Background: an optimization exercise with open tools, aiming at a short achievable clock period and few clock cycles. Do not read the settings as production practice. In this exercise RTL edits were held to simulation tests only and were not proved equivalent to the original. No activity file was given, so power comes from the tool's default toggle rates.

===== flow/design.v =====
`default_nettype none
package armPkg;
    localparam int DATA_W     = 32;
    localparam int REG_ADDR_W = 4;
    localparam logic [REG_ADDR_W-1:0] PC_REG  = 4'd15;
    localparam logic [DATA_W-1:0]     PC_STEP = 32'd4;
    localparam int COND_LSB = 28;
    localparam int OP_LSB   = 26;
    localparam int I_BIT    = 25;
    localparam int CMD_LSB  = 21;
    localparam int S_BIT    = 20;
    localparam int L_BIT    = 20;
    localparam int RN_LSB   = 16;
    localparam int RD_LSB   = 12;
    localparam int ROT_LSB  = 8;
    localparam logic [3:0] CMD_AND = 4'b0000;
    localparam logic [3:0] CMD_SUB = 4'b0010;
    localparam logic [3:0] CMD_ADD = 4'b0100;
    localparam logic [3:0] CMD_CMP = 4'b1010;
    localparam logic [3:0] CMD_ORR = 4'b1100;
    localparam logic [1:0] OP_DP  = 2'b00;
    localparam logic [1:0] OP_MEM = 2'b01;
    localparam logic [1:0] OP_BR  = 2'b10;
    localparam logic SRCB_REG   = 1'b0;
    localparam logic SRCB_IMM   = 1'b1;
    localparam logic RES_ALUOUT = 1'b0;
    localparam logic RES_DATA   = 1'b1;
    typedef enum logic [3:0] {
        FETCH, DECODE, MEMADR, MEMRD, MEMWB, MEMWRITE,
        EXECR, EXECI, ALUWB, ALUNOWB, BRANCH
    } fsmState_t;
    typedef enum logic [1:0] {
        ALU_ADD, ALU_SUB, ALU_AND, ALU_ORR
    } aluOp_t;
    typedef enum logic [3:0] {
        EQ, NE, CS, CC, MI, PL, VS, VC, HI, LS, GE, LT, GT, LE, AL
    } cond_t;
endpackage
`default_nettype wire
`timescale 1ns/1ns
`default_nettype none
import armPkg::*;
module fastAdd #(
    parameter int W = 32
) (
    input  logic [W-1:0] a,
    input  logic [W-1:0] b,
    input  logic         cin,
    output logic [W-1:0] sum,
    output logic         cout
);
    localparam int L = (W < 2) ? 1 : (W < 4) ? 2 : (W < 8) ? 3 : (W < 16) ? 4 :
                       (W < 32) ? 5 : (W < 64) ? 6 : 7;
    logic [W:0] g [0:L];
    logic [W:0] p [0:L];
    assign g[0][0] = cin;
    assign p[0][0] = 1'b0;
    assign g[0][W:1] = a & b;
    assign p[0][W:1] = a ^ b;
    genvar lv, i;
    generate
        for (lv = 0; lv < L; lv++) begin : gLevel
            for (i = 0; i <= W; i++) begin : gBit
                if (i >= (1 << lv)) begin : gMerge
                    assign g[lv+1][i] = g[lv][i] | (p[lv][i] & g[lv][i-(1<<lv)]);
                    assign p[lv+1][i] = p[lv][i] & p[lv][i-(1<<lv)];
                end else begin : gPass
                    assign g[lv+1][i] = g[lv][i];
                    assign p[lv+1][i] = p[lv][i];
                end
            end
        end
    endgenerate
    assign sum  = p[0][W:1] ^ g[L][W-1:0];
    assign cout = g[L][W];
endmodule
module alu (
    input  logic [DATA_W-1:0] a,
    input  logic [DATA_W-1:0] bx,
    input  logic              isSub,
    input  logic              isArith,
    input  logic              isAnd,
    input  logic              isOrr,
    output logic [DATA_W-1:0] result,
    output logic [3:0]        flags
);
    logic [DATA_W-1:0] sum;
    logic              cout;
    logic              zSum;
    logic              zAnd;
    logic              zOrr;
    fastAdd #(.W(DATA_W)) uAdd (
        .a    (a),
        .b    (bx),
        .cin  (isSub),
        .sum  (sum),
        .cout (cout)
    );
    always_comb begin
        if (isAnd)      result = a & bx;
        else if (isOrr) result = a | bx;
        else            result = sum;
    end
    assign zSum = &((a ^ bx) ~^ {a[DATA_W-2:0] | bx[DATA_W-2:0], isSub});
    assign zAnd = ~|(a & bx);
    assign zOrr = ~|(a | bx);
    assign flags[3] = result[DATA_W-1];
    assign flags[2] = isAnd ? zAnd : (isOrr ? zOrr : zSum);
    assign flags[1] = isArith & cout;
    assign flags[0] = isArith & (a[DATA_W-1] == bx[DATA_W-1])
                    & (sum[DATA_W-1] != a[DATA_W-1]);
endmodule
`default_nettype wire
`timescale 1ns/1ns
`default_nettype none
import armPkg::*;
module regFile (
    input  logic                  clk,
    input  logic                  we,
    input  logic [REG_ADDR_W-1:0] wa,
    input  logic [DATA_W-1:0]     wd,
    input  logic                  fwdEn,
    input  logic [REG_ADDR_W-1:0] fwdA,
    input  logic [DATA_W-1:0]     fwdD,
    input  logic [REG_ADDR_W-1:0] ra1,
    input  logic [REG_ADDR_W-1:0] ra2,
    input  logic [DATA_W-1:0]     r15,
    input  logic [11:0]           offset,
    output logic [DATA_W-1:0]     rd1,
    output logic [DATA_W-1:0]     rd2,
    output logic [13:0]           adrLo,
    output logic                  adrCarry,
    output logic [DATA_W-1:14]    adrHi,
    output logic [DATA_W-1:14]    adrHiInc
);
    logic [DATA_W-1:0]  regs  [0:PC_REG-1];
    logic [DATA_W-1:0]  base  [0:PC_REG];
    logic [14:0]        lo    [0:PC_REG];
    logic [DATA_W-1:14] hiInc [0:PC_REG];
    always_ff @(posedge clk) begin
        if (we && (wa != PC_REG)) begin
            regs[wa] <= wd;
        end
    end
    genvar r;
    generate
        for (r = 0; r <= PC_REG; r++) begin : gSum
            if (r == PC_REG) begin : gPc
                assign base[r] = r15;
            end else begin : gReg
                assign base[r] = regs[r];
            end
            fastAdd #(.W(14)) uLo (
                .a    (base[r][13:0]),
                .b    ({2'b00, offset}),
                .cin  (1'b0),
                .sum  (lo[r][13:0]),
                .cout (lo[r][14])
            );
            fastAdd #(.W(DATA_W-14)) uHiInc (
                .a    (base[r][DATA_W-1:14]),
                .b    ('0),
                .cin  (1'b1),
                .sum  (hiInc[r]),
                .cout ()
            );
        end
    endgenerate
    assign adrLo    = lo[ra1][13:0];
    assign adrCarry = lo[ra1][14];
    assign adrHi    = base[ra1][DATA_W-1:14];
    assign adrHiInc = hiInc[ra1];
    always_comb begin
        if (ra1 == PC_REG)                 rd1 = r15;
        else if (fwdEn && (fwdA == ra1))   rd1 = fwdD;
        else                               rd1 = regs[ra1];
        if (ra2 == PC_REG)                 rd2 = r15;
        else if (fwdEn && (fwdA == ra2))   rd2 = fwdD;
        else                               rd2 = regs[ra2];
    end
endmodule
`default_nettype wire
`timescale 1ns/1ns
`default_nettype none
import armPkg::*;
module programCounter (
    input  logic              clk,
    input  logic              reset,
    input  logic              selMemNext,
    input  logic              selBrNext,
    input  logic [13:0]       memLoNext,
    input  logic [DATA_W-1:14] memHi0Next,
    input  logic [DATA_W-1:14] memHi1Next,
    input  logic              memCarryNext,
    input  logic [13:0]       brLoNext,
    input  logic [DATA_W-1:14] brHi0Next,
    input  logic [DATA_W-1:14] brHi1Next,
    input  logic              brCarryNext,
    input  logic [DATA_W-1:0] slowNext,
    input  logic              saveSeq,
    output logic [DATA_W-1:0] adr,
    output logic [DATA_W-1:0] adrPlus4,
    output logic [DATA_W-1:0] adrPlus8,
    output logic [DATA_W-1:0] seqPc
);
    logic               selMem;
    logic               selBr;
    logic [13:0]        memLo;
    logic [DATA_W-1:14] memHi0;
    logic [DATA_W-1:14] memHi1;
    logic               memCarry;
    logic [13:0]        brLo;
    logic [DATA_W-1:14] brHi0;
    logic [DATA_W-1:14] brHi1;
    logic               brCarry;
    logic [DATA_W-1:0]  slowAdr;
    logic [DATA_W-1:0]  memAdr;
    logic [DATA_W-1:0]  brAdr;
    assign memAdr = {memCarry ? memHi1 : memHi0, memLo};
    assign brAdr  = {brCarry ? brHi1 : brHi0, brLo};
    assign adr    = selMem ? memAdr : (selBr ? brAdr : slowAdr);
    fastAdd #(.W(DATA_W)) uPlus4 (
        .a    (adr),
        .b    (PC_STEP),
        .cin  (1'b0),
        .sum  (adrPlus4),
        .cout ()
    );
    fastAdd #(.W(DATA_W)) uPlus8 (
        .a    (adr),
        .b    (32'd8),
        .cin  (1'b0),
        .sum  (adrPlus8),
        .cout ()
    );
    always_ff @(posedge clk or posedge reset) begin
        if (reset) begin
            selMem  <= 1'b0;
            selBr   <= 1'b0;
            slowAdr <= '0;
        end else begin
            selMem  <= selMemNext;
            selBr   <= selBrNext;
            slowAdr <= slowNext;
        end
    end
    always_ff @(posedge clk) begin
        memLo    <= memLoNext;
        memHi0   <= memHi0Next;
        memHi1   <= memHi1Next;
        memCarry <= memCarryNext;
        brLo     <= brLoNext;
        brHi0    <= brHi0Next;
        brHi1    <= brHi1Next;
        brCarry  <= brCarryNext;
    end
    always_ff @(posedge clk) begin
        if (saveSeq) begin
            seqPc <= adrPlus4;
        end
    end
endmodule
`default_nettype wire
`timescale 1ns/1ns
`default_nettype none
import armPkg::*;
module condUnit (
    input  logic [3:0] cond,
    input  logic [3:0] flags,
    output logic       condPass
);
    logic n;
    logic z;
    logic c;
    logic v;
    logic ge;
    assign {n, z, c, v} = flags;
    assign ge = (n == v);
    always_comb begin
        case (cond)
            4'd0:  condPass = z;
            4'd1:  condPass = ~z;
            4'd2:  condPass = c;
            4'd3:  condPass = ~c;
            4'd4:  condPass = n;
            4'd5:  condPass = ~n;
            4'd6:  condPass = v;
            4'd7:  condPass = ~v;
            4'd8:  condPass = c & ~z;
            4'd9:  condPass = ~c | z;
            4'd10: condPass = ge;
            4'd11: condPass = ~ge;
            4'd12: condPass = ~z & ge;
            4'd13: condPass = z | ~ge;
            default: condPass = 1'b1;
        endcase
    end
endmodule
`default_nettype wire
`timescale 1ns/1ns
`default_nettype none
import armPkg::*;
module mainFsm (
    input  logic [DATA_W-1:0] instr,
    output logic              isDp,
    output logic              isMem,
    output logic              isBr,
    output logic              isLoad,
    output logic              isSub,
    output logic              isArith,
    output logic              isAnd,
    output logic              isOrr,
    output logic              setFlags,
    output logic              setCv,
    output logic              dpWrite,
    output logic              ldWrite
);
    logic [1:0] opClass;
    logic [3:0] cmd;
    logic       isCmp;
    logic       rdIsPc;
    assign opClass = instr[OP_LSB +: 2];
    assign cmd     = instr[CMD_LSB +: 4];
    assign isCmp   = (cmd == CMD_CMP);
    assign rdIsPc  = (instr[RD_LSB +: REG_ADDR_W] == PC_REG);
    assign isDp   = (opClass == OP_DP);
    assign isMem  = (opClass == OP_MEM);
    assign isBr   = (opClass == OP_BR);
    assign isLoad = instr[L_BIT];
    assign isAnd   = (cmd == CMD_AND);
    assign isOrr   = (cmd == CMD_ORR);
    assign isSub   = (cmd == CMD_SUB) || isCmp;
    assign isArith = ~isAnd & ~isOrr;
    assign setFlags = instr[S_BIT] | isCmp;
    assign setCv    = (cmd == CMD_ADD) || (cmd == CMD_SUB) || isCmp;
    assign dpWrite = ~isCmp & ~rdIsPc;
    assign ldWrite = instr[L_BIT] & ~rdIsPc;
endmodule
`default_nettype wire
`timescale 1ns/1ns
`default_nettype none
import armPkg::*;
module datapath (
    input  logic              clk,
    input  logic              reset,
    input  logic [DATA_W-1:0] readData,
    output logic [DATA_W-1:0] adr,
    output logic [DATA_W-1:0] writeData,
    output logic              memWrite
);
    logic              accCyc;
    logic              stCyc;
    logic              ldWe;
    logic [REG_ADDR_W-1:0] ldRd;
    logic [DATA_W-1:0] stData;
    logic              vE;
    logic [3:0]        eCond;
    logic [REG_ADDR_W-1:0] eRd;
    logic              eIsSub;
    logic              eIsArith;
    logic              eIsAnd;
    logic              eIsOrr;
    logic              eSetFlags;
    logic              eSetCv;
    logic              eDpWrite;
    logic [DATA_W-1:0] opA;
    logic [DATA_W-1:0] opBx;
    logic [3:0]        flags;
    logic              condE;
    logic [DATA_W-1:0] aluResult;
    logic [3:0]        aluFlags;
    logic              dpWe;
    logic              flagWe;
    logic [3:0]        flagsNext;
    logic              regWe;
    logic [REG_ADDR_W-1:0] wa;
    logic [DATA_W-1:0] wd;
    logic [DATA_W-1:0] adrPlus4;
    logic [DATA_W-1:0] adrPlus8;
    logic [DATA_W-1:0] seqPc;
    logic [DATA_W-1:0] slowAdr;
    logic              fetchCyc;
    logic              dIsDp;
    logic              dIsMem;
    logic              dIsBr;
    logic              dIsLoad;
    logic              dIsSub;
    logic              dIsArith;
    logic              dIsAnd;
    logic              dIsOrr;
    logic              dSetFlags;
    logic              dSetCv;
    logic              dDpWrite;
    logic              dLdWrite;
    logic              condF;
    logic              hazard;
    logic              memGo;
    logic              brGo;
    logic [REG_ADDR_W-1:0] rn;
    logic [REG_ADDR_W-1:0] ra2;
    logic [DATA_W-1:0] rd1;
    logic [DATA_W-1:0] rd2;
    logic [DATA_W-1:0] opBVal;
    logic [2*DATA_W-1:0] immRot;
    logic [13:0]       memLo;
    logic              memCarry;
    logic [DATA_W-1:14] memHi;
    logic [DATA_W-1:14] memHiInc;
    logic [11:0]       brLo;
    logic              brCarry;
    logic [DATA_W-1:14] brHi0;
    logic [DATA_W-1:14] brHi1;
    condUnit uCondE (
        .cond     (eCond),
        .flags    (flags),
        .condPass (condE)
    );
    alu uAlu (
        .a       (opA),
        .bx      (opBx),
        .isSub   (eIsSub),
        .isArith (eIsArith),
        .isAnd   (eIsAnd),
        .isOrr   (eIsOrr),
        .result  (aluResult),
        .flags   (aluFlags)
    );
    assign dpWe   = vE & condE & eDpWrite;
    assign flagWe = vE & condE & eSetFlags;
    always_comb begin
        flagsNext = flags;
        if (flagWe) begin
            flagsNext[3:2] = aluFlags[3:2];
            if (eSetCv) begin
                flagsNext[1:0] = aluFlags[1:0];
            end
        end
    end
    always_ff @(posedge clk or posedge reset) begin
        if (reset) begin
            flags <= '0;
        end else begin
            flags <= flagsNext;
        end
    end
    assign regWe = dpWe | (accCyc & ldWe);
    assign wa    = accCyc ? ldRd : eRd;
    assign wd    = accCyc ? readData : aluResult;
    assign fetchCyc = ~accCyc;
    mainFsm uDec (
        .instr    (readData),
        .isDp     (dIsDp),
        .isMem    (dIsMem),
        .isBr     (dIsBr),
        .isLoad   (dIsLoad),
        .isSub    (dIsSub),
        .isArith  (dIsArith),
        .isAnd    (dIsAnd),
        .isOrr    (dIsOrr),
        .setFlags (dSetFlags),
        .setCv    (dSetCv),
        .dpWrite  (dDpWrite),
        .ldWrite  (dLdWrite)
    );
    condUnit uCondF (
        .cond     (readData[COND_LSB +: 4]),
        .flags    (flagsNext),
        .condPass (condF)
    );
    assign rn  = readData[RN_LSB +: REG_ADDR_W];
    assign ra2 = dIsMem ? readData[RD_LSB +: REG_ADDR_W] : readData[REG_ADDR_W-1:0];
    regFile uRegs (
        .clk    (clk),
        .we     (regWe),
        .wa     (wa),
        .wd     (wd),
        .fwdEn  (dpWe),
        .fwdA   (eRd),
        .fwdD   (aluResult),
        .ra1    (rn),
        .ra2    (ra2),
        .r15    (adrPlus8),
        .offset   (readData[11:0]),
        .rd1      (rd1),
        .rd2      (rd2),
        .adrLo    (memLo),
        .adrCarry (memCarry),
        .adrHi    (memHi),
        .adrHiInc (memHiInc)
    );
    assign hazard = dIsMem & vE & eDpWrite & (eRd == rn);
    fastAdd #(.W(12)) uBrLo (
        .a    (adrPlus8[13:2]),
        .b    (readData[11:0]),
        .cin  (1'b0),
        .sum  (brLo),
        .cout (brCarry)
    );
    fastAdd #(.W(DATA_W-14)) uBrHi0 (
        .a    (adrPlus8[DATA_W-1:14]),
        .b    ({{(DATA_W-26){readData[23]}}, readData[23:12]}),
        .cin  (1'b0),
        .sum  (brHi0),
        .cout ()
    );
    fastAdd #(.W(DATA_W-14)) uBrHi1 (
        .a    (adrPlus8[DATA_W-1:14]),
        .b    ({{(DATA_W-26){readData[23]}}, readData[23:12]}),
        .cin  (1'b1),
        .sum  (brHi1),
        .cout ()
    );
    assign memGo = fetchCyc & dIsMem & condF & ~hazard;
    assign brGo  = fetchCyc & dIsBr & condF;
    always_comb begin
        if (accCyc)                    slowAdr = seqPc;
        else if (dIsMem && hazard)     slowAdr = adr;
        else                           slowAdr = adrPlus4;
    end
    programCounter uPc (
        .clk          (clk),
        .reset        (reset),
        .selMemNext   (memGo),
        .selBrNext    (brGo),
        .memLoNext    (memLo),
        .memHi0Next   (memHi),
        .memHi1Next   (memHiInc),
        .memCarryNext (memCarry),
        .brLoNext     ({brLo, adrPlus8[1:0]}),
        .brHi0Next    (brHi0),
        .brHi1Next    (brHi1),
        .brCarryNext  (brCarry),
        .slowNext     (slowAdr),
        .saveSeq      (fetchCyc),
        .adr          (adr),
        .adrPlus4     (adrPlus4),
        .adrPlus8     (adrPlus8),
        .seqPc        (seqPc)
    );
    always_ff @(posedge clk or posedge reset) begin
        if (reset) begin
            accCyc <= 1'b0;
            stCyc  <= 1'b0;
            vE     <= 1'b0;
        end else begin
            accCyc <= memGo;
            stCyc  <= memGo & ~dIsLoad;
            vE     <= fetchCyc & dIsDp;
        end
    end
    assign immRot = {2{{(DATA_W-8){1'b0}}, readData[7:0]}} >> {readData[ROT_LSB +: 4], 1'b0};
    assign opBVal = readData[I_BIT] ? immRot[DATA_W-1:0] : rd2;
    always_ff @(posedge clk) begin
        if (fetchCyc) begin
            eCond     <= readData[COND_LSB +: 4];
            eRd       <= readData[RD_LSB +: REG_ADDR_W];
            eIsSub    <= dIsSub;
            eIsArith  <= dIsArith;
            eIsAnd    <= dIsAnd;
            eIsOrr    <= dIsOrr;
            eSetFlags <= dSetFlags;
            eSetCv    <= dSetCv;
            eDpWrite  <= dDpWrite;
            opA       <= rd1;
            opBx      <= dIsSub ? ~opBVal : opBVal;
            ldWe      <= dLdWrite;
            ldRd      <= readData[RD_LSB +: REG_ADDR_W];
            stData    <= rd2;
        end
    end
    assign writeData = stData;
    assign memWrite  = stCyc & ~reset;
endmodule
`default_nettype wire
`timescale 1ns/1ns
`default_nettype none
import armPkg::*;
module armMulticycle (
    input  logic              clk,
    input  logic              reset,
    input  logic [DATA_W-1:0] readData,
    output logic [DATA_W-1:0] adr,
    output logic [DATA_W-1:0] writeData,
    output logic              memWrite
);
    datapath uDp (
        .clk       (clk),
        .reset     (reset),
        .readData  (readData),
        .adr       (adr),
        .writeData (writeData),
        .memWrite  (memWrite)
    );
endmodule
`default_nettype wire

===== flow/flow/run.sh =====
#!/bin/bash
# The standard layout (standard.sh) with these settings changed, passed on
# make's command line as standard.sh passes its own:
# - ADDER_MAP_FILE empty: Yosys leaves adders as plain gates for abc,
#   instead of chains of full-adder cells abc cannot restructure.
# - SCRIPTS_DIR: a copy of ORFS's scripts whose abc_speed.script maps for
#   delay without the structural choices (&dch, &synch2) that let abc trade
#   the parallel-prefix adders for ripple-carry chains to save area.
# - MATCH_CELL_FOOTPRINT=0: the resizer may swap a cell for any size of the
#   same function, not only ones of the same width (the platform sets 1).
# - BUFFER_PORTS_ARGS: the port buffers are buf_8 cells.
set -euo pipefail
cp -r "$FLOW_HOME/scripts" own_scripts
printf '%s\n' '&get -n' '&st' '&syn2' '&if -g -K 6' '&st' '&nf' '&put' \
    'buffer -c' 'topo' 'stime -c' 'upsize -c' 'dnsize -c' > own_scripts/abc_speed.script
sed -e "s#CLKGATE_MAP_FILE= #CLKGATE_MAP_FILE= ADDER_MAP_FILE= SCRIPTS_DIR=$PWD/own_scripts MATCH_CELL_FOOTPRINT=0 'BUFFER_PORTS_ARGS=-buffer_cell sky130_fd_sc_hd__buf_8' #" standard.sh > own_standard.sh
grep -q 'MATCH_CELL_FOOTPRINT=0' own_standard.sh
bash own_standard.sh > standard.log 2>&1

===== flow/standard.sh =====
#!/bin/bash
# synth_recipe.tcl (not shown) runs the flow's synth.tcl, then flattens the netlist and writes it again
# the make line also repeats each setting of config.mk as NAME=value (left out here)
make -C /OpenROAD-flow-scripts/flow DESIGN_CONFIG=/design/flow/config.mk WORK_HOME=/design/flow/orfs CLKGATE_MAP_FILE= SYNTH_SCRIPT=/design/flow/synth_recipe.tcl "${@:-finish}"

===== flow/config.mk =====
export PLATFORM = sky130hd
export DESIGN_NAME = armMulticycle
export DESIGN_NICKNAME = armMulticycle
export VERILOG_FILES = /design/flow/design.v
export SDC_FILE = /design/flow/constraint.sdc
export NUM_CORES = 4
export LEC_CHECK = 0
export ABC_CLOCK_PERIOD_IN_PS = 3000
export CAP_MARGIN = 20
export CORE_MARGIN = 2
export CORE_UTILIZATION = 40
export SETUP_SLACK_MARGIN = 5
export SLEW_MARGIN = 20
export TNS_END_PERCENT = 10

===== flow/constraint.sdc =====
create_clock -name core_clock -period 8.0 [get_ports {clk}]
set_input_delay 1.6000 -clock core_clock [delete_from_list [all_inputs] [get_ports {clk}]]
set_output_delay 1.6000 -clock core_clock [all_outputs]
set_load 0.01 [all_outputs]

==> results by group, run 1 <==
Run status
  – Outcome: finished clean

Global route
  – Largest net degree at the start of global routing: 76
  – Global route overflow: 0
  – Global-route usage over all layers: 42.2%
  – Initial antenna violation count: 18
  – Vias in the first global route: 60908
  – First-pass GRT wire length: 487000 um

Cells and area
  – Area growth, synth to finish: 32.5%
  – Final net count: 7371
  – Share of cells above drive strength 1: 31.5%

STA
  – Final setup fails: 0
  – Fmax: 0.241 GHz
  – Worst slew pin tran: 1.28 ns
  – Fin crit share: 51.8%
  – Hold Vio Cnt, Final: 0
  – Tmin final: 4.15 ns
  – Max Slew Vio Count: 0
  – RSZ-0062 raised after global routing: yes
  – Setup TNS: 0 ns
  – Clk_skew: 0.0365 ns
  – Max-Slew Margin vs Limit: 13.5%

Critical path
  – Critical path peak fanout: 6
  – WP data arrival: 2.55 ns
  – CP Launch Type: register
  – Slowest cell on crit path: dfrtp_4
  – CP endpoint kind: output port
  – R2R setup slack: 3.89 ns
  – Largest stage delay on the critical path: 0.53 ns
  – Req. time, crit path: 6.40 ns
  – Critical Path, Cell by Cell: buf_6, mux2_2, o21ai_4, inv_1, buf_8
  – Crit Path Category: register to output port

Drt
  – Routed Wire Length: 369000 um
  – # DRC: 0
  – Post-Route M1 WL: 130000 um
  – DR WL met2: 150000 um
  – First-pass DRT Iterations: 8
  – Top Layer Used: met5
  – DR WL/cell: 38.8 um
  – Iteration-0 DRC count of the detailed router: 11089
  – Via count: 67862
  – Via density: 7.14
  – Routed wl met3: 56000 um
  – ANT nets after route: 0

Yosys
  – Top area cells in the synthesized netlist: edfxtp_1 31%, mux4_2 10%, xnor2_1 7.7%
  – Yosys warning count: 22
  – Library cells used by synthesis: 116
  – Yosys top cell by area: edfxtp_1
  – Synth top cells by count: 659 x nand2_1, 656 x edfxtp_1, 617 x nor2_1, 566 x xnor2_1, 468 x a21oi_1
  – Flop and latch count out of synthesis: 798
  – Post-synth top area share: 30.6%
  – Post-synth EDFFs: 656
  – Average size of a mapped cell: 9.48 um^2
  – Asr flop ratio synth: 5.01%
  – Cell Area, Synth: 0.0643 mm^2
  – Cell with the most instances after synthesis: nand2_1
  – Synth Instances: 6778
  – Register area share after synthesis: 35.4%
  – Synth Flop Type: edfxtp_1

Clock tree
  – CTS tree: yes
  – CTS clk-pin slew, worst paths: 0.06 ns
  – Clock Latency Late Sink: 0.77 ns
  – CTS HTree Levels: 3
  – CTS Buf Count: 96
  – Sink Count: 798
  – Maximum buffer depth of the clock tree: 3
  – CTS Root Cell: clkbuf_16

Pwr
  – Reg power frac: 27.2%
  – Internal cell power: 13.0 mW
  – Leakage Power: 29.9 nW
  – Maximum vdd drop: 0.000177 V
  – Clk pwr share: 20.3%
  – Net Sw Frac: 43.0%
  – Tot Pwr: 22.8 mW
  – Switching pwr: 9.82 mW
  – Logic pwr share: 52.4%
  – Power Density: 268 mW/mm^2

Die
  – Initial Util: 40.2%
  – Row cnt: 147
  – Die area: 0.164 mm^2
  – Boundary pin count: 99
  – Width of the die: 405 um
  – Core area: 0.160 mm^2
  – Die H: 405 um

Placement
  – DP Wirelength: 241000 um
  – RePlAce Congestion: 1.04
  – PortBufs: 98

Worst hold path
  – Hold Path Class: register to register

Flow run
  – Maxcap violations: 0
routing by layer:
metal | track usage (%) | vias to the layer above
met5 | 0 | -
met4 | 26.2 | 20
met3 | 16.0 | 1449
met2 | 60.7 | 5932
met1 | 53.2 | 33393
li1 | - | 27068
kinds of logic (layout without fill, tap and decap cells):
family,count (synthesis),in the layout,synth area share (%)
simple gates,2281,2283,16.9
compound gates,1665,1665,17.4
xor+xnor,869,869,12.2
flops,798,798,35.4
buf+inv,621,1227,3.84
mux,423,423,12.4
fa+ha+maj,120,120,1.87
other cells,1,39,0.00583
state kept, by name, indices dropped and copies added, names as in the netlist, 4 cells and up:
name and flops:
uDp.uPc.memHi1 18, uDp.uRegs.regs 512, uDp.uPc.memHi0 18, uDp.opA 32
uDp.uPc.memLo 14, uDp.eCond 4, uDp.uPc.slowAdr 32, uDp.uPc.seqPc 32
uDp.uPc.brHi0 18, uDp.flags 4, uDp.uPc.brLo 14, uDp.opBx 32
uDp.ldRd 4, uDp.uPc.brHi1 18, uDp.stData 32
placed cells by master (no fill, tap or decap), types with 67 or more instances in the layout:
cell type and count:
a21oi_1 413, a221oi_1 106, a31oi_1 195, and2_1 67, buf_12 71, buf_4 572, buf_6 93, buf_8 106
clkbuf_16 154, dfxtp_1 100, edfxtp_1 656, inv_1 84, maj3_1 108, mux4_2 288, nand2_1 598, nand3_1 195
nand4_1 137, nor2_1 524, nor3_1 103, o21ai_0 92, o22ai_1 162, xnor2_1 486, xor2_1 271
what timing repair did:
item,CTS,global route
setup buffers,372,233
hold buffers,0,0
gates resized for setup,853,512
setup endpoints to repair,1309,1278
pin swaps,205,158
cloned,49,25
area by class of cell:
class,instances,area (um^2)
Multi-Input combinational cell,5392,45400
Clock inverter,63,671
Timing Repair inverter,3,33.8
Antenna cell,7,17.5
Tap cell,2086,2610
Timing Repair Buffer,930,10600
Clock buffer,115,2580
Inverter,116,558
Fill cell,13933,74800
Sequential cell,798,22800
power by group through the flow:
stage	Combinational [mW]	Sequential, mW	Clock, mW
CTS	10.4	6.18	4.65
detailed placement	8.08	6.35	0
floorplan	5.07	5.89	0
global placement	8.04	6.35	0
global route	12.3	6.24	4.80
finish	12.0	6.22	4.65
worst max-delay path, delay by kind of cell, from the launching register on:
| kind | cells | cell delay [ns] |
|---|---|---|
| compound gates | 1 | 0.33 |
| flops | 1 | 0.53 |
| mux | 1 | 0.37 |
| buf+inv | 3 | 0.58 |
metrics by stage:
stage	util [%]	worst slack (ns)	cells	instance area (um^2)	hold WS, ns
6_report	53.2	3.85	9510	85200	0.461
5_1_grt	53.2	3.85	9503	85200	0.469
4_1_cts	50.0	3.81	9245	80000	0.463
3_5_place_dp	42.7	2.16	8646	68400	0.444
3_3_place_gp	42.7	1.62	8643	68400	0.439
2_1_floorplan	-	3.95	6809	65100	0.425
path summary, 6_finish.rpt:
check / from / end / cells after the start
worst max-delay path: uDp.uPc.selBr$_DFF_PP0_ / adr[5] / 5
worst min-delay path: uDp.uPc.seqPc[0]$_DFFE_PN_ / uDp.uPc.slowAdr[0]$_DFF_PP0_ / 2
worst max register to register: uDp.uPc.selBr$_DFF_PP0_ / uDp.uPc.memHi1[31]$_DFF_P_ / 14
worst min register to register: uDp.uPc.seqPc[0]$_DFFE_PN_ / uDp.uPc.slowAdr[0]$_DFF_PP0_ / 2
max in group asynchronous: reset / uDp.uPc.selBr$_DFF_PP0_ / 3
min in group asynchronous: reset / uDp.stCyc$_DFF_PP0_ / 3
Testbench counts, summed over its fixed seeds: cycles 87,423.
==> run 2: changes to the inputs <==
--- a/flow/design.v
+++ b/flow/design.v
@@ -124,10 +124,12 @@
     input  logic [DATA_W-1:0]     fwdD,
     input  logic [REG_ADDR_W-1:0] ra1,
     input  logic [REG_ADDR_W-1:0] ra2,
+    input  logic [REG_ADDR_W-1:0] ra3,
     input  logic [DATA_W-1:0]     r15,
     input  logic [11:0]           offset,
     output logic [DATA_W-1:0]     rd1,
     output logic [DATA_W-1:0]     rd2,
+    output logic [DATA_W-1:0]     rd3,
     output logic [13:0]           adrLo,
     output logic                  adrCarry,
     output logic [DATA_W-1:14]    adrHi,
@@ -177,6 +179,9 @@
         if (ra2 == PC_REG)                 rd2 = r15;
         else if (fwdEn && (fwdA == ra2))   rd2 = fwdD;
         else                               rd2 = regs[ra2];
+        if (ra3 == PC_REG)                 rd3 = r15;
+        else if (fwdEn && (fwdA == ra3))   rd3 = fwdD;
+        else                               rd3 = regs[ra3];
     end
 endmodule
 `default_nettype wire
@@ -196,15 +201,27 @@
     input  logic [DATA_W-1:14] brHi0Next,
     input  logic [DATA_W-1:14] brHi1Next,
     input  logic              brCarryNext,
+    input  logic [13:0]       br8LoNext,
+    input  logic [DATA_W-1:14] br8Hi0Next,
+    input  logic [DATA_W-1:14] br8Hi1Next,
+    input  logic              br8CarryNext,
     input  logic [DATA_W-1:0] slowNext,
+    input  logic [DATA_W-1:0] slow8Next,
     input  logic              saveSeq,
     output logic [DATA_W-1:0] adr,
+    output logic              fetchCyc,
     output logic [DATA_W-1:0] adrPlus4,
-    output logic [DATA_W-1:0] adrPlus8,
-    output logic [DATA_W-1:0] seqPc
+    output logic [DATA_W-1:0] pc8,
+    output logic [DATA_W-1:0] pc12,
+    output logic [DATA_W-1:0] pc16,
+    output logic [DATA_W-1:0] seqPc,
+    output logic [DATA_W-1:0] seq8
 );
-    logic               selMem;
-    logic               selBr;
+    logic               aMem;
+    logic               aBr;
+    logic               aSlow;
+    logic               pNotMem;
+    logic               pNotBr;
     logic [13:0]        memLo;
     logic [DATA_W-1:14] memHi0;
     logic [DATA_W-1:14] memHi1;
@@ -213,12 +230,22 @@
     logic [DATA_W-1:14] brHi0;
     logic [DATA_W-1:14] brHi1;
     logic               brCarry;
+    logic [13:0]        br8Lo;
+    logic [DATA_W-1:14] br8Hi0;
+    logic [DATA_W-1:14] br8Hi1;
+    logic               br8Carry;
     logic [DATA_W-1:0]  slowAdr;
+    logic [DATA_W-1:0]  slow8;
     logic [DATA_W-1:0]  memAdr;
     logic [DATA_W-1:0]  brAdr;
+    logic [DATA_W-1:0]  br8Adr;
     assign memAdr = {memCarry ? memHi1 : memHi0, memLo};
     assign brAdr  = {brCarry ? brHi1 : brHi0, brLo};
-    assign adr    = selMem ? memAdr : (selBr ? brAdr : slowAdr);
+    assign br8Adr = {br8Carry ? br8Hi1 : br8Hi0, br8Lo};
+    assign adr    = ({DATA_W{aMem}} & memAdr) | ({DATA_W{aBr}} & brAdr)
+                  | ({DATA_W{aSlow}} & slowAdr);
+    assign pc8    = pNotBr ? slow8 : br8Adr;
+    assign fetchCyc = pNotMem;
     fastAdd #(.W(DATA_W)) uPlus4 (
         .a    (adr),
         .b    (PC_STEP),
@@ -226,22 +253,37 @@
         .sum  (adrPlus4),
         .cout ()
     );
-    fastAdd #(.W(DATA_W)) uPlus8 (
-        .a    (adr),
+    fastAdd #(.W(DATA_W)) uPlus12 (
+        .a    (pc8),
+        .b    (PC_STEP),
+        .cin  (1'b0),
+        .sum  (pc12),
+        .cout ()
+    );
+    fastAdd #(.W(DATA_W)) uPlus16 (
+        .a    (pc8),
         .b    (32'd8),
         .cin  (1'b0),
-        .sum  (adrPlus8),
+        .sum  (pc16),
         .cout ()
     );
     always_ff @(posedge clk or posedge reset) begin
         if (reset) begin
-            selMem  <= 1'b0;
-            selBr   <= 1'b0;
+            aMem    <= 1'b0;
+            aBr     <= 1'b0;
+            aSlow   <= 1'b1;
+            pNotMem <= 1'b1;
+            pNotBr  <= 1'b1;
             slowAdr <= '0;
+            slow8   <= 32'd8;
         end else begin
-            selMem  <= selMemNext;
-            selBr   <= selBrNext;
+            aMem    <= selMemNext;
+            aBr     <= selBrNext;
+            aSlow   <= ~selMemNext & ~selBrNext;
+            pNotMem <= ~selMemNext;
+            pNotBr  <= ~selBrNext;
             slowAdr <= slowNext;
+            slow8   <= slow8Next;
         end
     end
     always_ff @(posedge clk) begin
@@ -253,10 +295,15 @@
         brHi0    <= brHi0Next;
         brHi1    <= brHi1Next;
         brCarry  <= brCarryNext;
+        br8Lo    <= br8LoNext;
+        br8Hi0   <= br8Hi0Next;
+        br8Hi1   <= br8Hi1Next;
+        br8Carry <= br8CarryNext;
     end
     always_ff @(posedge clk) begin
         if (saveSeq) begin
             seqPc <= adrPlus4;
+            seq8  <= pc12;
         end
     end
 endmodule
@@ -349,12 +396,13 @@
     output logic              memWrite
 );
     logic              accCyc;
+    logic              ldCyc;
     logic              stCyc;
     logic              ldWe;
     logic [REG_ADDR_W-1:0] ldRd;
     logic [DATA_W-1:0] stData;
     logic              vE;
-    logic [3:0]        eCond;
+    logic              eCondPass;
     logic [REG_ADDR_W-1:0] eRd;
     logic              eIsSub;
     logic              eIsArith;
@@ -376,7 +424,15 @@
     logic [REG_ADDR_W-1:0] wa;
     logic [DATA_W-1:0] wd;
     logic [DATA_W-1:0] adrPlus4;
-    logic [DATA_W-1:0] adrPlus8;
+    logic [DATA_W-1:0] pc8;
+    logic [DATA_W-1:0] pc12;
+    logic [DATA_W-1:0] pc16;
+    logic [DATA_W-1:0] seq8;
+    logic [DATA_W-1:0] slow8;
+    logic [11:0]       br8Lo;
+    logic              br8Carry;
+    logic [DATA_W-1:14] br8Hi0;
+    logic [DATA_W-1:14] br8Hi1;
     logic [DATA_W-1:0] seqPc;
     logic [DATA_W-1:0] slowAdr;
     logic              fetchCyc;
@@ -397,9 +453,9 @@
     logic              memGo;
     logic              brGo;
     logic [REG_ADDR_W-1:0] rn;
-    logic [REG_ADDR_W-1:0] ra2;
     logic [DATA_W-1:0] rd1;
     logic [DATA_W-1:0] rd2;
+    logic [DATA_W-1:0] rd3;
     logic [DATA_W-1:0] opBVal;
     logic [2*DATA_W-1:0] immRot;
     logic [13:0]       memLo;
@@ -410,11 +466,7 @@
     logic              brCarry;
     logic [DATA_W-1:14] brHi0;
     logic [DATA_W-1:14] brHi1;
-    condUnit uCondE (
-        .cond     (eCond),
-        .flags    (flags),
-        .condPass (condE)
-    );
+    assign condE = eCondPass;
     alu uAlu (
         .a       (opA),
         .bx      (opBx),
@@ -443,10 +495,10 @@
             flags <= flagsNext;
         end
     end
-    assign regWe = dpWe | (accCyc & ldWe);
-    assign wa    = accCyc ? ldRd : eRd;
-    assign wd    = accCyc ? readData : aluResult;
-    assign fetchCyc = ~accCyc;
+    assign regWe = dpWe | (ldCyc & ldWe);
+    assign wa    = ldCyc ? ldRd : eRd;
+    assign wd    = ldCyc ? readData : aluResult;
+    assign accCyc = ~fetchCyc;
     mainFsm uDec (
         .instr    (readData),
         .isDp     (dIsDp),
@@ -468,7 +520,6 @@
         .condPass (condF)
     );
     assign rn  = readData[RN_LSB +: REG_ADDR_W];
-    assign ra2 = dIsMem ? readData[RD_LSB +: REG_ADDR_W] : readData[REG_ADDR_W-1:0];
     regFile uRegs (
         .clk    (clk),
         .we     (regWe),
@@ -478,11 +529,13 @@
         .fwdA   (eRd),
         .fwdD   (aluResult),
         .ra1    (rn),
-        .ra2    (ra2),
-        .r15    (adrPlus8),
+        .ra2    (readData[REG_ADDR_W-1:0]),
+        .ra3    (readData[RD_LSB +: REG_ADDR_W]),
+        .r15    (pc8),
         .offset   (readData[11:0]),
         .rd1      (rd1),
         .rd2      (rd2),
+        .rd3      (rd3),
         .adrLo    (memLo),
         .adrCarry (memCarry),
         .adrHi    (memHi),
@@ -490,21 +543,42 @@
     );
     assign hazard = dIsMem & vE & eDpWrite & (eRd == rn);
     fastAdd #(.W(12)) uBrLo (
-        .a    (adrPlus8[13:2]),
+        .a    (pc8[13:2]),
         .b    (readData[11:0]),
         .cin  (1'b0),
         .sum  (brLo),
         .cout (brCarry)
     );
+    fastAdd #(.W(12)) uBr8Lo (
+        .a    (pc16[13:2]),
+        .b    (readData[11:0]),
+        .cin  (1'b0),
+        .sum  (br8Lo),
+        .cout (br8Carry)
+    );
+    fastAdd #(.W(DATA_W-14)) uBr8Hi0 (
+        .a    (pc16[DATA_W-1:14]),
+        .b    ({{(DATA_W-26){readData[23]}}, readData[23:12]}),
+        .cin  (1'b0),
+        .sum  (br8Hi0),
+        .cout ()
+    );
+    fastAdd #(.W(DATA_W-14)) uBr8Hi1 (
+        .a    (pc16[DATA_W-1:14]),
+        .b    ({{(DATA_W-26){readData[23]}}, readData[23:12]}),
+        .cin  (1'b1),
+        .sum  (br8Hi1),
+        .cout ()
+    );
     fastAdd #(.W(DATA_W-14)) uBrHi0 (
-        .a    (adrPlus8[DATA_W-1:14]),
+        .a    (pc8[DATA_W-1:14]),
         .b    ({{(DATA_W-26){readData[23]}}, readData[23:12]}),
         .cin  (1'b0),
         .sum  (brHi0),
         .cout ()
     );
     fastAdd #(.W(DATA_W-14)) uBrHi1 (
-        .a    (adrPlus8[DATA_W-1:14]),
+        .a    (pc8[DATA_W-1:14]),
         .b    ({{(DATA_W-26){readData[23]}}, readData[23:12]}),
         .cin  (1'b1),
         .sum  (brHi1),
@@ -513,9 +587,16 @@
     assign memGo = fetchCyc & dIsMem & condF & ~hazard;
     assign brGo  = fetchCyc & dIsBr & condF;
     always_comb begin
-        if (accCyc)                    slowAdr = seqPc;
-        else if (dIsMem && hazard)     slowAdr = adr;
-        else                           slowAdr = adrPlus4;
+        if (accCyc) begin
+            slowAdr = seqPc;
+            slow8   = seq8;
+        end else if (dIsMem && hazard) begin
+            slowAdr = adr;
+            slow8   = pc8;
+        end else begin
+            slowAdr = adrPlus4;
+            slow8   = pc12;
+        end
     end
     programCounter uPc (
         .clk          (clk),
@@ -526,24 +607,33 @@
         .memHi0Next   (memHi),
         .memHi1Next   (memHiInc),
         .memCarryNext (memCarry),
-        .brLoNext     ({brLo, adrPlus8[1:0]}),
+        .brLoNext     ({brLo, pc8[1:0]}),
         .brHi0Next    (brHi0),
         .brHi1Next    (brHi1),
         .brCarryNext  (brCarry),
+        .br8LoNext    ({br8Lo, pc16[1:0]}),
+        .br8Hi0Next   (br8Hi0),
+        .br8Hi1Next   (br8Hi1),
+        .br8CarryNext (br8Carry),
         .slowNext     (slowAdr),
+        .slow8Next    (slow8),
         .saveSeq      (fetchCyc),
         .adr          (adr),
+        .fetchCyc     (fetchCyc),
         .adrPlus4     (adrPlus4),
-        .adrPlus8     (adrPlus8),
-        .seqPc        (seqPc)
+        .pc8          (pc8),
+        .pc12         (pc12),
+        .pc16         (pc16),
+        .seqPc        (seqPc),
+        .seq8         (seq8)
     );
     always_ff @(posedge clk or posedge reset) begin
         if (reset) begin
-            accCyc <= 1'b0;
+            ldCyc  <= 1'b0;
             stCyc  <= 1'b0;
             vE     <= 1'b0;
         end else begin
-            accCyc <= memGo;
+            ldCyc  <= memGo & dIsLoad;
             stCyc  <= memGo & ~dIsLoad;
             vE     <= fetchCyc & dIsDp;
         end
@@ -552,7 +642,7 @@
     assign opBVal = readData[I_BIT] ? immRot[DATA_W-1:0] : rd2;
     always_ff @(posedge clk) begin
         if (fetchCyc) begin
-            eCond     <= readData[COND_LSB +: 4];
+            eCondPass <= condF;
             eRd       <= readData[RD_LSB +: REG_ADDR_W];
             eIsSub    <= dIsSub;
             eIsArith  <= dIsArith;
@@ -565,7 +655,7 @@
             opBx      <= dIsSub ? ~opBVal : opBVal;
             ldWe      <= dLdWrite;
             ldRd      <= readData[RD_LSB +: REG_ADDR_W];
-            stData    <= rd2;
+            stData    <= rd3;
         end
     end
     assign writeData = stData;
==> results by group, run 2 <==
STA
  – Hold_ws: 0.462 ns (was 0.461 ns)
  – Max Slew Vio Count: 0 (unchanged)
  – RSZ-0062 raised after global routing: yes (unchanged)
  – Setup TNS: 0 ns (unchanged)
  – Fmax: 0.240 GHz (was 0.241 GHz)
  – Tmin final: 4.16 ns (was 4.15 ns)
  – Max-Slew Margin vs Limit: 8.87% (was 13.5%)
  – Clk_skew: 0.0876 ns (was 0.0365 ns)
  – Final setup fails: 0 (unchanged)
  – Fin crit share: 52.0% (was 51.8%)
  – Worst slew pin tran: 1.37 ns (was 1.28 ns)
  – Hold Vio Cnt, Final: 0 (unchanged)

Yosys
  – Top area cells in the synthesized netlist: edfxtp_1 28%, mux4_2 15%, xnor2_1 7.3% (was edfxtp_1 31%, mux4_2 10%, xnor2_1 7.7%)
  – Yosys top cell by area: edfxtp_1 (unchanged)
  – Asr flop ratio synth: 8.34% (was 5.01%)
  – Flop and latch count out of synthesis: 911 (was 798)
  – Register area share after synthesis: 34.3% (was 35.4%)
  – Yosys warning count: 22 (unchanged)
  – Cell Area, Synth: 0.0744 mm^2 (was 0.0643 mm^2)
  – Post-synth top area share: 27.7% (was 30.6%)
  – Library cells used by synthesis: 120 (was 116)
  – Synth top cells by count: 685 x edfxtp_1, 617 x xnor2_1, 597 x nand2_1, 592 x nor2_1, 508 x clkbuf_1 (was 659 x nand2_1, 656 x edfxtp_1, 617 x nor2_1, 566 x xnor2_1, 468 x a21oi_1)
  – Synth Flop Type: edfxtp_1 (unchanged)
  – Average size of a mapped cell: 9.92 um^2 (was 9.48 um^2)
  – Synth Instances: 7500 (was 6778)
  – Post-synth EDFFs: 685 (was 656)
  – Cell with the most instances after synthesis: edfxtp_1 (was nand2_1)

Pwr
  – Tot Pwr: 25.3 mW (was 22.8 mW)
  – Maximum vdd drop: 0.000205 V (was 0.000177 V)
  – Power Density: 277 mW/mm^2 (was 268 mW/mm^2)
  – Leakage Power: 31.3 nW (was 29.9 nW)

Drt
  – First-pass DRT Iterations: 9 (was 8)
  – DR WL/cell: 39.1 um (was 38.8 um)
  – Via density: 7.15 (was 7.14)
  – ANT nets after route: 0 (unchanged)
  – Iteration-0 DRC count of the detailed router: 13181 (was 11089)
  – Via count: 73046 (was 67862)
  – # DRC: 0 (unchanged)
  – Routed Wire Length: 400000 um (was 369000 um)

Flow run
  – Maxcap violations: 0 (unchanged)

Global route
  – Global-route usage over all layers: 40.0% (was 42.2%)
  – First-pass GRT wire length: 537000 um (was 487000 um)
  – Initial antenna violation count: 39 (was 18)
  – Largest net degree at the start of global routing: 84 (was 76)
  – Vias in the first global route: 66724 (was 60908)
  – Global route overflow: 0 (unchanged)

Critical path
  – CP Launch Type: register (unchanged)
  – Reg2reg end: uDp.uPc.memLo[11]$_DFF_P_ (was uDp.uPc.memHi1[31]$_DFF_P_)
  – CP endpoint kind: output port (unchanged)
  – Bufs and invs on worst path: 5 (was 3)
  – R2R setup slack: 3.85 ns (was 3.89 ns)
  – FF-to-FF Start: uDp.uPc.pNotBr$_DFF_PP1_ (was uDp.uPc.selBr$_DFF_PP0_)
  – Largest stage delay on the critical path: 0.48 ns (was 0.53 ns)
  – Crit Path Category: register to output port (unchanged)
  – WP data arrival: 2.56 ns (was 2.55 ns)
  – CP most frequent cell: buf_12
  – Req. time, crit path: 6.40 ns (about the same)
  – Critical Path, Cell by Cell: buf_12, buf_12, clkbuf_16, buf_4, mux2i_4, o221ai_4, buf_8 (was buf_6, mux2_2, o21ai_4, inv_1, buf_8)
  – Slowest cell on crit path: mux2i_4 (was dfrtp_4)
  – Crit path depth: 7 (was 5)
  – Delay-heaviest family, CP: buffers and inverters (unchanged)
  – Critical path peak fanout: 8 (was 6)
  – Worst r2r path cells: 12 (was 14)

Placement
  – Placed inst area: 0.0782 mm^2 (was 0.0684 mm^2)
  – PortBufs: 98 (unchanged)
  – DP Wirelength: 265000 um (was 241000 um)
  – RePlAce Congestion: 1.05 (was 1.04)

Die
  – Width of the die: 435 um (was 405 um)
  – Die H: 435 um (was 405 um)
  – Boundary pin count: 99 (unchanged)
  – Core area: 0.185 mm^2 (was 0.160 mm^2)
  – Initial Util: 40.2% (about the same)
  – Die area: 0.189 mm^2 (was 0.164 mm^2)
  – Row cnt: 158 (was 147)

Clock tree
  – # hold bufs at CTS: 0 (unchanged)
  – Maximum buffer depth of the clock tree: 3 (unchanged)
  – CTS tree: yes (unchanged)
  – CTS clk-pin slew, worst paths: 0.07 ns (was 0.06 ns)
  – CTS HTree Levels: 3 (unchanged)
  – Clock Latency Late Sink: 0.81 ns (was 0.77 ns)
  – Sink Count: 911 (was 798)
  – CTS Buf Count: 104 (was 96)
  – CTS Root Cell: clkbuf_16 (unchanged)

Cells and area
  – Share of cells above drive strength 1: 28.3% (was 31.5%)
  – Most frequent cells in the layout: 685 x edfxtp_1, 572 x nand2_1, 548 x xnor2_1 (was 656 x edfxtp_1, 598 x nand2_1, 572 x buf_4)
  – Post-layout instance area: 0.0913 mm^2 (was 0.0852 mm^2)
  – Area growth, synth to finish: 22.7% (was 32.5%)
  – FILL cells: 16644 (was 13933)
  – Number of flip-flops in the largest register: 512 (unchanged)
  – Final net count: 7672 (was 7371)
  – Top reg by flops: uDp.uRegs.regs (unchanged)
  – Fin util: 49.3% (was 53.2%)
  – Commonest non-fill, non-tap cell in the layout: edfxtp_1 (unchanged)

Worst hold path
  – Hold Path Depth: 1 (was 2)
  – Hold Path Class: register to register (unchanged)
  – HP Start: uDp.uPc.seq8[1]$_DFFE_PP_ (was uDp.uPc.seqPc[0]$_DFFE_PN_)
  – Hold EP: uDp.uPc.slow8[1]$_DFF_PP0_ (was uDp.uPc.slowAdr[0]$_DFF_PP0_)

Run status
  – Outcome: finished clean (unchanged)
[run 2: cell count changes in the layout (fill, tap and decap cells not counted), moves of 37 or more]
cell,change
and2_1,+37
xor2_1,+63
xnor2_1,+62
dfxtp_1,+47
buf_4,-119
mux2_2,+63
a22oi_1,+46
mux4_2,+192
[run 2: final cells by class]
| cell class | instances | area (um^2) | area share (%) |
|---|---|---|---|
| repair buffers | 717 | 8140 | 8.92 |
| diodes | 10 | 25.0 | 0.0274 |
| clock buffers | 131 | 2840 | 3.11 |
| multi-input cells | 5768 | 50300 | 55.1 |
| clock inverters | 66 | 808 | 0.886 |
| flip-flops and latches | 911 | 25500 | 27.9 |
| well taps | 2480 | 3100 | 3.40 |
| inverters | 136 | 537 | 0.588 |
[run 2: what timing repair did]
item	in CTS	in global routing
setup endpoints to repair	916	832
buffers inserted	219	182
gates resized for setup	550	374
pin swaps	117	107
endpoints found under the hold margin	0	0
gates cloned	35	10
[run 2: per-layer routing]
layer | part of all wire (%) | track usage [%] | routed length (um)
met1 | 35 | 49.8 | 140000
met2 | 39 | 55.1 | 158000
met3 | 16 | 16.7 | 64000
met4 | 9.3 | 29.1 | 37000
met5 | 0.11 | 0.554 | 444
[run 2: worst max-delay path by stage]
stage | start | to | slack (ns)
floorplan | readData[0] | uDp.uPc.memLo[12]$_DFF_P_ | 4.06
global placement | readData[0] | uDp.uPc.memLo[11]$_DFF_P_ | 2.05
detailed placement | readData[0] | uDp.uPc.memLo[11]$_DFF_P_ | 2.04
CTS | uDp.uPc.brCarry$_DFF_P_ | adr[16] | 3.84
global route | uDp.uPc.memCarry$_DFF_P_ | adr[16] | 3.84
finish | uDp.uPc.memCarry$_DFF_P_ | adr[30] | 3.84
[run 2: where the power goes]
part	total, mW	switching [mW]	internal (mW)	leakage [nW]
registers	7.28	0.717	6.56	8.64
clock network	5.17	2.29	2.88	1.75
logic	12.8	7.93	4.89	20.9
total	25.3	10.9	14.3	31.3
[run 2: through the flow]
stage,setup WS [ns],cells
after floorplan,4.06,7531
after global placement,2.05,9562
after detailed placement,2.04,9564
after CTS,3.84,10015
after global routing,3.84,10212
final,3.84,10219
[run 2: cell families (layout without fill, tap and decap cells)]
| group | after synthesis | count (layout) | share of synthesized area (%) |
|---|---|---|---|
| adder cells (fa/ha/maj) | 136 | 136 | 1.84 |
| buffers and inverters | 855 | 1050 | 4.53 |
| AND/OR/NAND/NOR | 2188 | 2188 | 14.2 |
| other | 1 | 42 | 0.00504 |
| multiplexers | 693 | 695 | 17.7 |
| flip-flops | 911 | 911 | 34.3 |
| AO/OA/AOI/OAI | 1735 | 1736 | 15.8 |
| XOR/XNOR | 981 | 981 | 11.7 |
Testbench counts of run 2, summed over its fixed seeds: cycles 87,423.

## re-timing with driven ports
In the flow no input, the clock included, has a driving cell. The finished layouts below were timed again as built, in two steps. Step 1: set_driving_cell puts a clkbuf_16 on clk and a buf_2 on each other input, an assumption about the parent block. Step 2, shift: input delay + t, output delay - t, t = (earliest + latest rising clock arrival at the registers) / 2. This alone moves slack from input paths to output paths. Slacks: ideal ports / drivers / drivers and shift; pairs: ideal ports / drivers.
run	t (ns)	setup slack, ns	slew at the worst register clock pin (ns)
run 1	0.828	3.853 / 3.611 / 2.783	0.08 / 0.08
run 2	0.854	3.840 / 3.748 / 2.908	0.08 / 0.08
After both steps setup and hold are still met in every run listed. The setup slack of run 1, which loses most, moves by -0.242 ns with the drivers and by -1.070 ns with both steps.
